This design comes from an exercise in tuning for small area, a short achievable clock period and few clock cycles per item on the open sky130 flow, not from production work. The RTL was checked by simulation tests, not by an equivalence proof against the original design. Power is estimated from default activity; no workload was simulated.

==> flow/design.v (outline; a module is shown in full before it is edited, if it fits) <==
// module fsrc_axis: 1864 lines
// module foveated_shading_rate_classifier_top: 175 lines
module foveated_shading_rate_classifier_top #(
  parameter int COORD_BITS = 12
) (
  input  logic                                 clk,
  input  logic                                 rst_n,
  input  logic                                 in_tvalid,
  output logic                                 in_tready,
  input  logic [23:0]                          in_tdata,    
  output logic                                 out_tvalid,
  input  logic                                 out_tready,
  output logic [7:0]                           out_tdata,   
  input  logic                                 cfg_we,
  input  logic [fsrc_pkg::CFG_IDX_W-1:0]       cfg_index,
  input  logic [fsrc_pkg::CFG_DATA_W-1:0]      cfg_wdata
);
  // ...
==> flow/run.sh <==
#!/bin/bash
# synth_recipe.tcl (not shown) runs the flow's synth.tcl, then flattens the netlist and writes it again
# the make line also repeats each setting of config.mk as NAME=value (left out here)
make -C /OpenROAD-flow-scripts/flow DESIGN_CONFIG=/design/flow/config.mk WORK_HOME=/design/flow/orfs CLKGATE_MAP_FILE= SYNTH_SCRIPT=/design/flow/synth_recipe.tcl finish
==> flow/config.mk <==
export PLATFORM = sky130hd
export DESIGN_NAME = foveated_shading_rate_classifier_top
export DESIGN_NICKNAME = foveated_shading_rate_classifier_top
export VERILOG_FILES = /design/flow/design.v
export SDC_FILE = /design/flow/constraint.sdc
export NUM_CORES = 4
export LEC_CHECK = 0
export CAP_MARGIN = 20
export CORE_MARGIN = 2
export CORE_UTILIZATION = 40
export SETUP_SLACK_MARGIN = 5
export SLEW_MARGIN = 20
==> flow/constraint.sdc <==
create_clock -name core_clock -period 7.5 [get_ports {clk}]
set_input_delay 1.5000 -clock core_clock [delete_from_list [all_inputs] [get_ports {clk}]]
set_output_delay 1.5000 -clock core_clock [all_outputs]
set_load 0.01 [all_outputs]
==> flow_summary.toml, run 1 <==
[status]
status = "timing/DRC/antenna clean"

[route]
dr.pass1.iters = 5
wl_met1_mm = 65.0
dr.first_iter.drc_count = 3215
ant_nets = 0
wl_met3_mm = 11.7
wl_mm = 150

[placement]
dp_hpwl_mm = 93.4
gp_congestion = 0.868

[layout]
multi_input_area_um2 = 35900
seq_share_pct = 23.0
clock_cell_area_share_pct = 4.44
multi_input_area_share_pct = 56.8
drive_gt1_share_pct = 31.7
layout_common_cells = "dfxtp_1 (552), nand2_1 (473), inv_1 (440), fa_1 (325), ha_1 (304)"
final_common_cell = "dfxtp_1"

[yosys]
synth_top_flop_cell = "dfxtp_1"
netlist_area_um2 = 49700
syn_inst = 5087
synth_compound_area_share_pct = 14.9
muxShareOfSynthArea_pct = 8.44
synth_cell_type_count = 79
yosysTopAreaCellShare_pct = 27.4
yosysSeqAreaShare_pct = 28.5

[critical_path]
critPathLaunchType = "flop"
startpoint = "u_axis_x.mr480"
rr_worst_depth = 12

[pwr]
p_per_area_nw_per_um2 = 249
clock_power_share_pct = 26.3
seq-power_mw = 5.02
peakVddDrop_mv = 0.183

[clocking]
cts_inserted_buffers = 82
clk_pin_slew_worst_paths_ns = 0.06
cts_max_level = 3
cts_sinks = 698

[sta]
final.setup.tns_ns = 0
final_hold_viol_count = 0

[global_route]
grt-ovfl-total = 0
groute.layer.met2.usage_pct = 36.4

[worst_hold_path]
min_to = "u_axis_y.eo2"

[floorplan]
tapCellCount = 1637
Testbench counts, summed over its fixed seeds: cycles 16,448, items 16,384.
==> run 2, diff against run 1 <==
--- a/flow/config.mk
+++ b/flow/config.mk
@@ -9,4 +9,4 @@
 export CORE_MARGIN = 2
 export CORE_UTILIZATION = 40
-export SETUP_SLACK_MARGIN = 5
+export SETUP_SLACK_MARGIN = 4.7
 export SLEW_MARGIN = 20
==> flow_summary.toml, run 2 <==
[layout]
instances_no_fill = 6922
postLayoutCoreUtil_pct = 47.5
drive_gt1_share_pct = 19.0
layout_common_cells = "dfxtp_1 (592), inv_1 (524), nand2_1 (482), fa_1 (444), ha_1 (341)"
area_delta_synth_final_pct = 18.0
final_common_cell = "dfxtp_1"
design_area_um2 = 58700
finalNetCount = 6111
reg_top3 = "left_center_r: 32 flops, right_center_r: 32 flops"

[pwr]
power_switching_mw = 5.37
clock_power_share_pct = 27.5
p_comb_share_pct = 37.9
peakVddDrop_mv = 0.195
total_power_mw = 14.6
pwr-share-seq_pct = 34.6
p_sw_share_pct = 36.9
p_leak_nw = 26.2
p_int_mw = 9.19
p_per_area_nw_per_um2 = 248

[floorplan]
die_w_um = 357
rows = 129
io_pins = 74
dieArea_um2 = 127000
core_area_um2 = 123000
initial_core_util_pct = 40.3
dieHeight_um = 357

[sta]
period_share_pct = 41.0
hold_slack_ns = 0.342
skew_ns = 0.0416
worstMarginPinSlew_ns = 0.902
rsz0062_at_grt = "true"
final_hold_viol_count = 0
period_needed_ns = 3.07
final.setup.tns_ns = 0
fin_ws_ns = 4.43
relSlewSlack_pct = 39.9
setup_violations = 0
drv_slew = 0
fmax_mhz = 325

[yosys]
ys_seq_elements = 698
synth_edf_count = 18
yosysSeqAreaShare_pct = 28.5
netlist_area_um2 = 49700
netlist_top_cells_area = "dfxtp_1 (27%), fa_1 (19%), ha_1 (9.0%)"
synthTopCellsByCount = "dfxtp_1 (680), inv_1 (537), nand2_1 (485)"
yosysWarnings = 2
synth_top_flop_cell = "dfxtp_1"
yosysMostFrequentCell = "dfxtp_1"
synth_top_area_cell = "dfxtp_1"
synth_cell_type_count = 79
syn_area_per_cell_um2 = 9.78
yosysTopAreaCellShare_pct = 27.4
ys_async_sr_fraction_pct = 0
syn_inst = 5087

[clocking]
cts_tree = "done"
cts_max_path_buffers = 3
insertion_delay_ns = 0.69
cts_inserted_buffers = 82
cts_max_level = 3
clk_pin_slew_worst_paths_ns = 0.06
cts-root-buf = "clkbuf_16"
cts_sinks = 698

[route]
routed_via_density = 5.48
wl_mm = 141
route.detailed.drc = 0
vias = 37959
wl_per_cell_um = 20.4
dr.pass1.iters = 6
dr.first_iter.drc_count = 3276
ant_nets = 0

[critical_path]
crit_buf_inv = 2
critical_path_required_ns = 8.05
worstSetupPathType = "reg -> reg"
slowest_stage = "fa_1"
slowest_delay_ns = 0.58
critPathLaunchType = "flop"
cpLargestDelayFamily = "compound AO/OA/AOI/OAI gates"
regToRegSetupSlack_ns = 4.43
crit_arrival_ns = 3.62
end_kind = "flop"
path_cells = "fa_1 -> ha_4 -> a21o_1 -> a21o_1 -> a2111oi_4 -> buf_4 -> a31oi_4 -> nor3_2 -> buf_4 -> a21oi_4 -> nand4_1 -> a21oi_1 -> or3b_1"
critPathMaxFanout = 4

[global_route]
grt_max_degree = 100
grt_pass1_vias = 38267
grt_pass1_wl_mm = 217
grt-ovfl-total = 0
antenna_found_initial = 2
grt_usage_pct = 21.6

[placement]
post_dp_cell_area_um2 = 52100
gp_congestion = 0.880
portBuffers = 67
dp_slack_ns = 3.39
dp_hpwl_mm = 94.7
dpl.cell_count = 6585

[run]
maxCapViolCount = 0

[worst_hold_path]
min_path_type = "reg -> reg"

[status]
status = "timing/DRC/antenna clean"
[run 2: worst paths after layout]
kind	startpoint	to	depth (start not counted)
worst max-delay path	u_axis_x.mr480	u_axis_x.eo	13
worst min-delay path	u_axis_x.eo	u_axis_x.eo2	0
worst max register to register	u_axis_x.mr480	u_axis_x.eo	13
worst min register to register	u_axis_x.eo	u_axis_x.eo2	0
[run 2: cell type report]
| cell class | instances | area (um^2) |
|---|---|---|
| diodes | 2 | 5.00 |
| clock buffers | 114 | 2330 |
| clock inverters | 32 | 369 |
| fillers | 11384 | 64800 |
| inverters | 539 | 2050 |
| multi-input cells | 3573 | 33800 |
| flip-flops and latches | 698 | 14400 |
| well taps | 1637 | 2050 |
| repair buffers | 327 | 3700 |
[run 2: timing repair]
action / in CTS / in global routing
cloned: 13 / 13
hold buffers: 0 / 0
setup buffers: 52 / 111
pin swaps: 34 / 106
setup endpoints to repair: 258 / 255
resized for setup: 258 / 262
[run 2: kinds of logic (layout without fill, tap and decap cells)]
logic type,Yosys count,count (layout),synth area share [%]
AOI/OAI and AO/OA,1056,1056,14.9
xor gates and xnor gates,164,164,2.89
adders and majority gates,826,826,27.8
buffers and inverters,823,1012,6.28
DFF,698,698,28.5
muxes,374,374,8.44
other,1,8,0.00754
and+or+nand+nor,1145,1147,11.2
[run 2: power by group through the flow]
stage          sequential [mW]  clock [mW]  combinational [mW]
5_1_grt                   5.13        4.28                6.30
3_3_place_gp              5.10           0                4.80
3_5_place_dp              5.11           0                4.93
4_1_cts                   5.06        4.12                5.19
2_1_floorplan             4.70           0                3.81
6_report                  5.04        4.01                5.51
[run 2: routing by layer]
layer,vias to the layer above,wire length [um],global-route usage (%)
li1,17536,-,-
met1,18675,63100,30.0
met2,1408,62300,33.6
met3,340,10700,4.01
met4,0,5210,7.73
met5,-,0,0
[run 2: worst reg2reg max path, delay by kind of cell, from the launching register on]
kind / cells / cell delay, ns
AOI/OAI and AO/OA: 6 / 0.92
DFF: 1 / 0.32
buffers and inverters: 2 / 0.33
adders and majority gates: 2 / 0.79
and+or+nand+nor: 3 / 0.58
==> run 3, diff against run 2 <==
--- a/flow/config.mk
+++ b/flow/config.mk
@@ -9,4 +9,6 @@
 export CORE_MARGIN = 2
 export CORE_UTILIZATION = 40
+export CTS_CLUSTER_DIAMETER = 150
+export CTS_CLUSTER_SIZE = 30
 export SETUP_SLACK_MARGIN = 4.7
 export SLEW_MARGIN = 20
==> flow_summary.toml, run 3 <==
[status]
status = "timing/DRC/antenna clean"

[yosys]
yosysWarnings = 2
netlist_area_um2 = 49700
yosysMostFrequentCell = "dfxtp_1"
ys_async_sr_fraction_pct = 0
yosysSeqAreaShare_pct = 28.5
netlist_top_cells_area = "dfxtp_1 (27%), fa_1 (19%), ha_1 (9.0%)"
synthTopCellsByCount = "dfxtp_1 (680), inv_1 (537), nand2_1 (485)"
synth_top_area_cell = "dfxtp_1"
syn_inst = 5087
syn_area_per_cell_um2 = 9.78
ys_seq_elements = 698
synth_top_flop_cell = "dfxtp_1"
yosysTopAreaCellShare_pct = 27.4
synth_cell_type_count = 79
synth_edf_count = 18

[critical_path]
path_cells = "fa_1 -> ha_4 -> a21o_1 -> a21o_4 -> o2111ai_4 -> a211oi_2 -> buf_4 -> o21a_1 -> o211ai_1 -> buf_4 -> nand3b_1 -> a21oi_2 -> xnor2_2"
slowest_stage = "fa_1"
path_common_cell = "buf_4"
crit_arrival_ns = 3.75
critical_path_required_ns = 8.10
slowest_delay_ns = 0.58
worstSetupPathType = "reg -> reg"
end_kind = "flop"
critPathLaunchType = "flop"
critPathMaxFanout = 3

[route]
wl_per_cell_um = 20.5
ant_nets = 0
dr.pass1.iters = 6
route.detailed.drc = 0
vias = 37412
dr.first_iter.drc_count = 2921
routed_via_density = 5.49
wl_mm = 140

[pwr]
pwr-share-seq_pct = 39.2
total_power_mw = 12.8
clock_power_share_pct = 17.3
p_comb_share_pct = 43.5
p_int_mw = 7.75
power_switching_mw = 5.02
p_leak_nw = 25.3
p_sw_share_pct = 39.3
peakVddDrop_mv = 0.215
p_per_area_nw_per_um2 = 224

[clocking]
clk_pin_slew_worst_paths_ns = 0.12
cts_max_path_buffers = 3
insertion_delay_ns = 0.70
cts_max_level = 1
cts-root-buf = "clkbuf_16"
cts_sinks = 698
cts_tree = "done"
cts_inserted_buffers = 30

[placement]
dpl.cell_count = 6585
portBuffers = 67
gp_congestion = 0.880
dp_hpwl_mm = 94.7

[run]
maxCapViolCount = 0

[sta]
final.setup.tns_ns = 0
period_share_pct = 42.1
fmax_mhz = 317
worstMarginPinSlew_ns = 0.908
rsz0062_at_grt = "true"
setup_violations = 0
skew_ns = 0.0473
final_hold_viol_count = 0
hold_slack_ns = 0.350
period_needed_ns = 3.16
drv_slew = 0
relSlewSlack_pct = 39.4

[layout]
final_common_cell = "dfxtp_1"
layout_common_cells = "dfxtp_1 (587), inv_1 (527), nand2_1 (482), fa_1 (448), ha_1 (341)"
area_delta_synth_final_pct = 14.4
finalNetCount = 6060
drive_gt1_share_pct = 17.6
antenna-diode-count = 0
reg_top3 = "left_center_r: 32 flops, right_center_r: 32 flops"
instances_no_fill = 6817

[floorplan]
rows = 129
die_w_um = 357
core_area_um2 = 123000
initial_core_util_pct = 40.3
io_pins = 74
dieArea_um2 = 127000
dieHeight_um = 357

[global_route]
grt_pass1_vias = 37581
grt_usage_pct = 21.2
grt_max_degree = 100
grt-ovfl-total = 0
grt_pass1_wl_mm = 215
antenna_found_initial = 2

[worst_hold_path]
min_path_type = "reg -> reg"
## run 3: cell counts after synthesis
No cell type changed its count.
## run 3: repair_timing
action | CTS | global route
hold buffers | 0 | 0
buffers inserted | 55 | 110
endpoints found under the setup margin | 254 | 241
gates resized for setup | 256 | 247
pin swaps | 39 | 107
cloned | 14 | 11
## run 3: worst paths after layout
path / startpoint / end / slack [ns] / depth (start not counted)
worst max-delay path: u_axis_y.mr467 / u_axis_y.e[16] / 4.34 / 13
worst min-delay path: u_axis_y.eo / u_axis_y.eo2 / 0.35 / 0
worst min register to register: u_axis_y.eo / u_axis_y.eo2 / 0.35 / 0
worst max register to register: u_axis_y.mr467 / u_axis_y.e[16] / 4.34 / 13
## run 3: kinds of logic after synthesis
kind of cell             Yosys count  synth area share [%]
XOR/XNOR                         164                  2.89
adder cells (fa/ha/maj)          826                  27.8
AND/OR/NAND/NOR                 1145                  11.2
multiplexers                     374                  8.44
flip-flops                       698                  28.5
other                              1               0.00754
buffers and inverters            823                  6.28
AO/OA/AOI/OAI                   1056                  14.9
## run 3: per-stage QoR
stage               setup slack [ns]  utilization (%)  instance area (um^2)
global placement                3.58             42.2                 52100
detailed placement              3.39             42.2                 52100
CTS                             4.34             44.3                 54700
finish                          4.34             46.1                 56900
global route                    4.22             46.1                 56900
floorplan                       4.53                -                 50000
## run 3: power groups by stage
stage,Combinational [mW],Sequential (mW),Clock (mW)
after floorplan,3.81,4.70,0
final,5.55,5.00,2.21
after global placement,4.80,5.10,0
after global routing,6.34,5.10,2.41
after detailed placement,4.93,5.11,0
after CTS,5.19,5.06,2.30
## run 3: critical path, delay by kind of cell (launching register included)
family	cells	cell delay [ns]
XOR/XNOR	1	0.14
adder cells (fa/ha/maj)	2	0.80
buffers and inverters	2	0.31
AND/OR/NAND/NOR	1	0.12
AO/OA/AOI/OAI	7	1.37
flip-flops	1	0.34
## run 3: layout make-up
cell class / instances / area [um^2]
inverter: 539 / 2050
tap: 1637 / 2050
clock inverter: 8 / 205
timing repair buffer: 328 / 3680
clock buffer: 34 / 807
sequential: 698 / 14400
multi-input combinational: 3573 / 33700
fill: 11560 / 66600
## run 3: per-layer routing
layer	share of wire (%)	vias up	global-route usage, %
met3	7.7	264	3.35
li1	-	17360	-
met1	45	18408	29.9
met4	3.0	4	6.36
met5	0.020	-	0
met2	45	1376	33.5

==> what the ideal ports hide <==
How much do the figures lean on ideal ports? The routed layouts below were timed once more, with nothing changed but the port constraints. Step 1 (the two cells are an assumption about what drives the block):
set clk [get_ports {clk}]
set_driving_cell -lib_cell sky130_fd_sc_hd__clkbuf_16 $clk
set_driving_cell -lib_cell sky130_fd_sc_hd__buf_2 [delete_from_list [all_inputs] $clk]
Step 2, shift: input delay + t, output delay - t, t = (earliest + latest rising clock arrival at the registers) / 2. This alone moves slack from input paths to output paths. a / b / c = ideal / step 1 / step 2; a / b = the first two.
run | shift t [ns] | slack for setup (ns) | clock arrival spread, ns | worst register clock-pin slew, ns | worst data-port slew with drivers (ns)
run 1 | 0.739 | 4.450 / 4.450 / 4.314 | 0.042 / 0.042 | 0.07 / 0.07 | 0.06
run 2 | 0.732 | 4.426 / 4.426 / 3.896 | 0.052 / 0.052 | 0.07 / 0.07 | 0.07
run 3 | 0.744 | 4.344 / 4.344 / 3.998 | 0.059 / 0.059 | 0.13 / 0.13 | 0.06
After both steps every run listed still meets setup and hold. The setup slack of run 2, which loses most, moves by 0.000 ns with the drivers and by -0.530 ns with both steps.
